From an optimization exercise on the open Yosys and OpenROAD flow, aimed at small area, a short achievable clock period and few clock cycles per item; shortcuts taken in it are not production practice.
Function was checked by simulation only, so behaviour that the tests miss may differ from the original.

$ cat design/flow/run.sh
#!/bin/bash
# synth_recipe.tcl (not shown) runs the flow's synth.tcl, then flattens the netlist and writes it again
# the make line also repeats each setting of config.mk as NAME=value (left out here)
make -C /OpenROAD-flow-scripts/flow DESIGN_CONFIG=/design/flow/config.mk WORK_HOME=/design/flow/orfs CLKGATE_MAP_FILE= SYNTH_SCRIPT=/design/flow/synth_recipe.tcl finish
$ cat design/flow/config.mk
export PLATFORM = sky130hd
export DESIGN_NAME = matrix_multiply
export DESIGN_NICKNAME = matrix_multiply
export VERILOG_FILES = /design/flow/design.v
export SDC_FILE = /design/flow/constraint.sdc
export NUM_CORES = 4
export LEC_CHECK = 0
export CAP_MARGIN = 20
export CORE_MARGIN = 2
export CORE_UTILIZATION = 40
export SLEW_MARGIN = 20
$ cat design/flow/constraint.sdc
create_clock -name core_clock -period 10.0 [get_ports {clk}]
set_input_delay 2.0000 -clock core_clock [delete_from_list [all_inputs] [get_ports {clk}]]
set_output_delay 2.0000 -clock core_clock [all_outputs]
set_load 0.01 [all_outputs]
$ cat design/flow/design.v
`timescale 1ns / 1ps
package mm_pkg;
  localparam logic [1:0] OP_LOAD_A = 2'd0;
  localparam logic [1:0] OP_LOAD_B = 2'd1;
  localparam logic [1:0] OP_COMPUTE = 2'd2;
  localparam logic [1:0] REG_ROWS = 2'd0;
  localparam logic [1:0] REG_INNER = 2'd1;
  localparam logic [1:0] REG_COLS = 2'd2;
  localparam logic [1:0] CMD_LOAD_A = 2'd0;
  localparam logic [1:0] CMD_LOAD_B = 2'd1;
  localparam logic [1:0] CMD_COMPUTE = 2'd2;
  typedef struct packed {
    logic [1:0]  kind;
    logic [2:0]  row;
    logic [2:0]  col;
    logic [31:0] data;
  } cmd_t;
  typedef struct packed {
    logic [3:0] rows;
    logic [3:0] inner;
    logic [3:0] cols;
  } dims_t;
endpackage
`timescale 1ns / 1ps
module mm_front #(
  parameter int MAX_DIM = 8
) (
  input  logic            in_valid,
  input  logic [1:0]      operation,
  input  logic [2:0]      row_index,
  input  logic [2:0]      col_index,
  input  logic [31:0]     element_value,
  input  logic            q_full,
  output logic            in_ready,
  output logic            push,
  output mm_pkg::cmd_t    push_cmd
);
  logic in_range;
  logic legal;
  assign in_range = ({1'b0, row_index} < 4'(MAX_DIM)) && ({1'b0, col_index} < 4'(MAX_DIM));
  assign in_ready = !q_full;
  always_comb begin
    legal = 1'b0;
    push_cmd.kind = mm_pkg::CMD_COMPUTE;
    push_cmd.row = row_index;
    push_cmd.col = col_index;
    push_cmd.data = element_value;
    unique case (operation)
      mm_pkg::OP_LOAD_A: begin
        legal = in_range;
        push_cmd.kind = mm_pkg::CMD_LOAD_A;
      end
      mm_pkg::OP_LOAD_B: begin
        legal = in_range;
        push_cmd.kind = mm_pkg::CMD_LOAD_B;
      end
      mm_pkg::OP_COMPUTE: begin
        legal = 1'b1;
      end
      default: legal = 1'b0;
    endcase
  end
  assign push = in_valid && !q_full && legal;
endmodule
`timescale 1ns / 1ps
module mm_queue (
  input  logic         clk,
  input  logic         rst,
  input  logic         push,
  input  mm_pkg::cmd_t push_cmd,
  input  logic         pop,
  output logic         full,
  output logic         empty,
  output mm_pkg::cmd_t head
);
  logic [39:0] entries [4];
  logic [1:0] wr_ptr;
  logic [1:0] rd_ptr;
  logic [2:0] count;
  assign full = (count == 3'd4);
  assign empty = (count == 3'd0);
  assign head = entries[rd_ptr];
  always_ff @(posedge clk) begin
    if (push) begin
      entries[wr_ptr] <= push_cmd;
    end
  end
  always_ff @(posedge clk) begin
    if (rst) begin
      wr_ptr <= '0;
      rd_ptr <= '0;
      count <= '0;
    end else begin
      if (push) wr_ptr <= wr_ptr + 2'd1;
      if (pop) rd_ptr <= rd_ptr + 2'd1;
      count <= count + 3'(push) - 3'(pop);
    end
  end
endmodule
`timescale 1ns / 1ps
module mm_ram #(
  parameter int WIDTH = 32,
  parameter int DEPTH = 64
) (
  input  logic                     clk,
  input  logic                     wr_en,
  input  logic [$clog2(DEPTH)-1:0] wr_addr,
  input  logic [WIDTH-1:0]         wr_data,
  input  logic [$clog2(DEPTH)-1:0] rd_addr,
  output logic [WIDTH-1:0]         rd_data
);
  logic [WIDTH-1:0] mem [DEPTH];
  always_ff @(posedge clk) begin
    if (wr_en) begin
      mem[wr_addr] <= wr_data;
    end
    rd_data <= mem[rd_addr];
  end
endmodule
`timescale 1ns / 1ps
module mm_back #(
  parameter int MAX_DIM = 8,
  parameter int FRAC_BITS = 16,
  parameter int DATA_WIDTH = 32
) (
  input  logic                clk,
  input  logic                rst,
  input  logic                q_empty,
  input  mm_pkg::cmd_t        head,
  input  mm_pkg::dims_t       dims,
  output logic                pop,
  output logic                out_valid,
  input  logic                out_ready,
  output logic [2:0]          out_row,
  output logic [2:0]          out_col,
  output logic signed [31:0]  product_value,
  output logic                last
);
  localparam int IW = $clog2(MAX_DIM);
  localparam int DEPTH = MAX_DIM * MAX_DIM;
  localparam int AW = $clog2(DEPTH);
  localparam int DW = DATA_WIDTH;
  localparam int PW = 2 * DW;
  localparam int ACCW = PW + 3;
  localparam logic signed [ACCW-1:0] SAT_MAX = {{(ACCW-DW+1){1'b0}}, {(DW-1){1'b1}}};
  localparam logic signed [ACCW-1:0] SAT_MIN = {{(ACCW-DW+1){1'b1}}, {(DW-1){1'b0}}};
  localparam logic S_IDLE = 1'b0;
  localparam logic S_RUN = 1'b1;
  function automatic logic [IW-1:0] last_index(input logic [3:0] v);
    if (v == 4'd0) last_index = '0;
    else if (v > 4'(MAX_DIM)) last_index = IW'(MAX_DIM - 1);
    else last_index = IW'(v - 4'd1);
  endfunction
  logic state;
  logic [IW-1:0] nr_last, nk_last, nc_last;
  logic [IW-1:0] i, j, k;
  logic [IW-1:0] elem_row, elem_col;
  logic elem_final, elem_busy, issuing;
  logic rv, rfirst, rlast;
  logic mv, mfirst, mlast;
  logic sum_v;
  logic signed [PW-1:0] prod;
  logic signed [ACCW-1:0] acc;
  logic signed [ACCW-1:0] shifted;
  logic signed [DW-1:0] sat_res;
  logic [DW-1:0] a_data, b_data;
  logic wr_a, wr_b;
  logic [AW-1:0] wr_addr, a_raddr, b_raddr;
  logic start, take;
  assign pop = (state == S_IDLE) && !elem_busy && !q_empty;
  assign wr_a = pop && (head.kind == mm_pkg::CMD_LOAD_A);
  assign wr_b = pop && (head.kind == mm_pkg::CMD_LOAD_B);
  assign wr_addr = AW'(int'(head.row) * MAX_DIM + int'(head.col));
  assign a_raddr = AW'(int'(elem_row) * MAX_DIM + int'(k));
  assign b_raddr = AW'(int'(k) * MAX_DIM + int'(elem_col));
  mm_ram #(.WIDTH(DW), .DEPTH(DEPTH)) u_a_ram (
    .clk(clk), .wr_en(wr_a), .wr_addr(wr_addr), .wr_data(head.data[DW-1:0]),
    .rd_addr(a_raddr), .rd_data(a_data)
  );
  mm_ram #(.WIDTH(DW), .DEPTH(DEPTH)) u_b_ram (
    .clk(clk), .wr_en(wr_b), .wr_addr(wr_addr), .wr_data(head.data[DW-1:0]),
    .rd_addr(b_raddr), .rd_data(b_data)
  );
  assign start = (state == S_RUN) && !elem_busy;
  assign take = sum_v && (!out_valid || out_ready);
  assign shifted = acc >>> FRAC_BITS;
  always_comb begin
    priority if (shifted > SAT_MAX) sat_res = SAT_MAX[DW-1:0];
    else if (shifted < SAT_MIN) sat_res = SAT_MIN[DW-1:0];
    else sat_res = shifted[DW-1:0];
  end
  always_ff @(posedge clk) begin
    if (rst) begin
      state <= S_IDLE;
      elem_busy <= 1'b0;
      issuing <= 1'b0;
      rv <= 1'b0;
      mv <= 1'b0;
      sum_v <= 1'b0;
      out_valid <= 1'b0;
      nr_last <= '0;
      nk_last <= '0;
      nc_last <= '0;
      i <= '0;
      j <= '0;
      k <= '0;
    end else begin
      if (pop && head.kind == mm_pkg::CMD_COMPUTE) begin
        state <= S_RUN;
        nr_last <= last_index(dims.rows);
        nk_last <= last_index(dims.inner);
        nc_last <= last_index(dims.cols);
        i <= '0;
        j <= '0;
      end
      if (start) begin
        elem_busy <= 1'b1;
        issuing <= 1'b1;
        k <= '0;
        if (j == nc_last) begin
          j <= '0;
          i <= i + 1'b1;
          if (i == nr_last) state <= S_IDLE;
        end else begin
          j <= j + 1'b1;
        end
      end
      if (issuing) begin
        if (k == nk_last) issuing <= 1'b0;
        else k <= k + 1'b1;
      end
      rv <= issuing;
      mv <= rv;
      if (mv && mlast) sum_v <= 1'b1;
      else if (take) sum_v <= 1'b0;
      if (take) begin
        elem_busy <= 1'b0;
        out_valid <= 1'b1;
      end else if (out_ready) begin
        out_valid <= 1'b0;
      end
    end
  end
  always_ff @(posedge clk) begin
    if (start) begin
      elem_row <= i;
      elem_col <= j;
      elem_final <= (i == nr_last) && (j == nc_last);
    end
    rfirst <= (k == '0);
    rlast <= (k == nk_last);
    mfirst <= rfirst;
    mlast <= rlast;
    prod <= signed'(a_data) * signed'(b_data);
    if (mv) begin
      acc <= mfirst ? ACCW'(prod) : acc + ACCW'(prod);
    end
    if (take) begin
      out_row <= 3'(elem_row);
      out_col <= 3'(elem_col);
      product_value <= 32'(sat_res);
      last <= elem_final;
    end
  end
endmodule
`timescale 1ns / 1ps
module matrix_multiply #(
  parameter int MAX_DIM = 8,
  parameter int FRAC_BITS = 16,
  parameter int DATA_WIDTH = 32
) (
  input  logic               clk,
  input  logic               rst,
  input  logic               in_valid,
  output logic               in_ready,
  input  logic [1:0]         operation,
  input  logic [2:0]         row_index,
  input  logic [2:0]         col_index,
  input  logic signed [31:0] element_value,
  output logic               out_valid,
  input  logic               out_ready,
  output logic [2:0]         out_row,
  output logic [2:0]         out_col,
  output logic signed [31:0] product_value,
  output logic               last,
  input  logic               cfg_valid,
  output logic               cfg_ready,
  input  logic [1:0]         cfg_index,
  input  logic [3:0]         cfg_data
);
  mm_pkg::dims_t dims;
  mm_pkg::cmd_t push_cmd, head;
  logic push, pop, q_full, q_empty;
  assign cfg_ready = 1'b1;
  always_ff @(posedge clk) begin
    if (rst) begin
      dims.rows <= 4'd8;
      dims.inner <= 4'd8;
      dims.cols <= 4'd8;
    end else if (cfg_valid) begin
      unique case (cfg_index)
        mm_pkg::REG_ROWS: dims.rows <= cfg_data;
        mm_pkg::REG_INNER: dims.inner <= cfg_data;
        mm_pkg::REG_COLS: dims.cols <= cfg_data;
        default: ;
      endcase
    end
  end
  mm_front #(.MAX_DIM(MAX_DIM)) u_front (
    .in_valid(in_valid), .operation(operation), .row_index(row_index),
    .col_index(col_index), .element_value(element_value), .q_full(q_full),
    .in_ready(in_ready), .push(push), .push_cmd(push_cmd)
  );
  mm_queue u_queue (
    .clk(clk), .rst(rst), .push(push), .push_cmd(push_cmd), .pop(pop),
    .full(q_full), .empty(q_empty), .head(head)
  );
  mm_back #(.MAX_DIM(MAX_DIM), .FRAC_BITS(FRAC_BITS), .DATA_WIDTH(DATA_WIDTH)) u_back (
    .clk(clk), .rst(rst), .q_empty(q_empty), .head(head), .dims(dims), .pop(pop),
    .out_valid(out_valid), .out_ready(out_ready), .out_row(out_row),
    .out_col(out_col), .product_value(product_value), .last(last)
  );
endmodule
==> results.json <==
{
  "clkTransAtPathRegs_ns": 0.06,
  "path_delay_family": "adder cells",
  "yosys_warnings": 5,
  "clk_latency_ns": 1.06,
  "status": "complete, no violations",
  "worst_path_most_repeated_cell": "fa_1",
  "synth.avg_cell_area_um2": 18.6,
  "grt_pass1_wl_um": 798000,
  "firstDrtPassIters": 5,
  "cts-resized-gates": 0,
  "cts_root_buffer": "clkbuf_16",
  "cts.htree.levels": 5,
  "clock-sinks": 4547,
  "cpMaxStageDelayCell": "dfxtp_1",
  "wirelength_um": 557000,
  "die_h_um": 729,
  "tightest_slew_ns": 1.26,
  "slew_viol_final": 0,
  "antenna_found_initial": 34,
  "drcViolationCount": 0,
  "synth.ff_latch_count": 4547,
  "vias_per_cell": 5.62,
  "crit_buf_inv": 5,
  "fmax_mhz": 112,
  "gp_congestion": 0.837,
  "nets": 13000,
  "async_flop_share": 0,
  "tritoncts": "yes",
  "crit_cells": 25,
  "grt_usage": 0.208,
  "hold_buffers": 0,
  "synth_edf_count": 4369,
  "synth_nets": 12700,
  "finalCritPeriodShare": 0.892,
  "rsz0062_at_grt": "no",
  "finalSetupTns_ns": 0,
  "cp.arrival_ns": 9.79,
  "port_buffers": 91,
  "start_kind": "flop",
  "crit_path_max_fanout": 22,
  "cp-end-kind": "flop",
  "vias": 107000,
  "die_area_um2": 531000,
  "synthFlopType": "edfxtp_1",
  "grt_start_max_net_pins": 148,
  "grt_pass1_vias": 112000,
  "min_period_ns": 8.92,
  "drt_iter0_markers": 11900,
  "syn_inst": 11300,
  "cts_max_path_buffers": 4,
  "cts_buffers": 455,
  "syn_to_final_growth_pct": 12.5,
  "reg2reg_depth": 25,
  "drive_gt1_frac": 0.212,
  "synth_area_um2": 210000,
  "hold_class": "flop to flop",
  "slew_headroom": 0.163,
  "min_path_cells": 0,
  "final_common_cell": "edfxtp_1",
  "worst_ep_required_time_ns": 10.87,
  "maxCapViolCount": 0,
  "ioPinCount": 93,
  "slowest_delay_ns": 0.89,
  "crit_type": "flop to flop",
  "antenna_left": 0,
  "core_area_um2": 524000,
  "setup_viol": 0,
  "ys_seq_area_frac": 0.642,
  "wl_per_cell_um": 29.3,
  "num_rows": 266,
  "hold_viol": 0,
  "grt_overflow": 0,
  "postCtsSetupBuffers": 0,
  "dp_hpwl_um": 333000,
  "synth_cell_types": 89,
  "start_util": 0.401,
  "dieWidth_um": 729,
  "clock_skew_ns": 0.150,
  "layout_common_cells": "edfxtp_1, mux4_2, fa_1"
}
-- Yosys cell counts, types with 7 or more instances --
master	instances	area share
clkbuf_1	427	0.0076
o21bai_1	19	0.00068
dfxtp_1	178	0.017
nand3_1	41	0.00098
fa_1	1084	0.10
nor2_1	282	0.0050
o21ai_1	25	0.00060
edfxtp_1	4369	0.62
buf_1	114	0.0020
and3_1	14	0.00042
xor2_1	51	0.0021
xnor2_1	89	0.0037
inv_1	1026	0.018
nor3b_1	9	0.00032
o31ai_1	7	0.00025
mux2i_1	11	0.00052
nand4_1	34	0.0010
nor4_1	9	0.00027
nor3_1	25	0.00060
nand2b_1	33	0.00098
o211ai_1	13	0.00046
or3_1	10	0.00030
a311oi_1	7	0.00029
nand2_1	731	0.013
a21o_1	63	0.0023
mux4_2	1375	0.15
a21oi_1	144	0.0034
a211oi_1	28	0.0010
and2_1	520	0.015
buf_2	38	0.00091
o21a_1	16	0.00057
ha_1	263	0.016
o21ai_0	103	0.0025
nor2b_1	19	0.00057
nand3b_1	7	0.00025
a31oi_1	26	0.00077
-- sequential cells by signal, indices dropped and copies added, names as in the netlist, 12 cells and up, named ones only --
signal,count
u_back.acc,67
u_back.u_b_ram.mem,2048
u_queue.entries,160
dims,12
u_back.u_a_ram.rd_data,32
u_back.u_b_ram.rd_data,32
u_back.u_a_ram.mem,2048
u_back.product_value,32
u_back.prod,64
-- layer usage --
layer	global-route usage	part of all wire
met1	0.291	0.41
met2	0.340	0.48
met3	0.0317	0.076
met4	0.0574	0.030
met5	0	0.000047
-- layout make-up --
class	instances	area (µm²)
antenna	24	60.1
clock buffer	570	12000
clock inverter	286	3090
fill	44200	288000
inverter	1027	3850
multi-input combinational	5162	70300
sequential	4547	135000
tap	6968	8720
timing repair buffer	418	3550
-- through the flow --
| stage | setup slack, ns | hold WS [ns] | instances | cell area, µm² | util |
|---|---|---|---|---|---|
| floorplan | 2.02 | 0.310 | 11300 | 210000 | - |
| global placement | 0.927 | 0.315 | 18100 | 221000 | 0.422 |
| detailed placement | 1.12 | 0.312 | 18100 | 221000 | 0.422 |
| CTS | 1.07 | 0.326 | 19000 | 236000 | 0.451 |
| global route | 0.638 | 0.329 | 19000 | 236000 | 0.451 |
| finish | 1.08 | 0.326 | 19000 | 236000 | 0.451 |
-- cells by family (layout without fill, tap and decap cells) --
group	count (synthesis)	in the layout	synth area share
fa+ha+maj	1353	1353	0.119
mux	1391	1391	0.148
simple gates	1750	1750	0.0399
flops	4547	4547	0.642
compound gates	527	527	0.0162
xor+xnor	140	140	0.00584
buf+inv	1607	2301	0.0290
other cells	1	25	0.0000179
-- worst paths after layout --
kind,from,end,slack (ns)
min,u_back.rlast$_DFF_P_,u_back.mlast$_DFF_P_,0.33
min reg2reg,u_back.rlast$_DFF_P_,u_back.mlast$_DFF_P_,0.33
max reg2reg,u_back.u_b_ram.rd_data[8]$_DFF_P_,u_back.prod[62]$_DFF_P_,1.08
max,u_back.u_b_ram.rd_data[8]$_DFF_P_,u_back.prod[62]$_DFF_P_,1.08
Testbench counts, summed over its fixed seeds: cycles 30,913, elements 2,482.

[separate check: timing with driven ports]
Ports are ideal in the flow. The routed layout listed here was re-timed in OpenROAD. Step 1 assumes that a clkbuf_16 drives the clock port and a buf_2 every other input. Step 2 moves the port delays by t, midway between the first and last clock arrival at a register: inputs arrive t later, outputs are due t later. That takes back most of the time a late clock gives input paths. Three values: no drivers, after step 1, after step 2; two values: the first two.
t, ns: 1.104
slack for setup (ns): 1.084 / 1.084 / 1.084
clock arrival spread, ns: 0.151 / 0.151
After both steps setup and hold are still met in this run. The setup slack of this run moves by 0.000 ns with the drivers and by 0.000 ns with both steps.
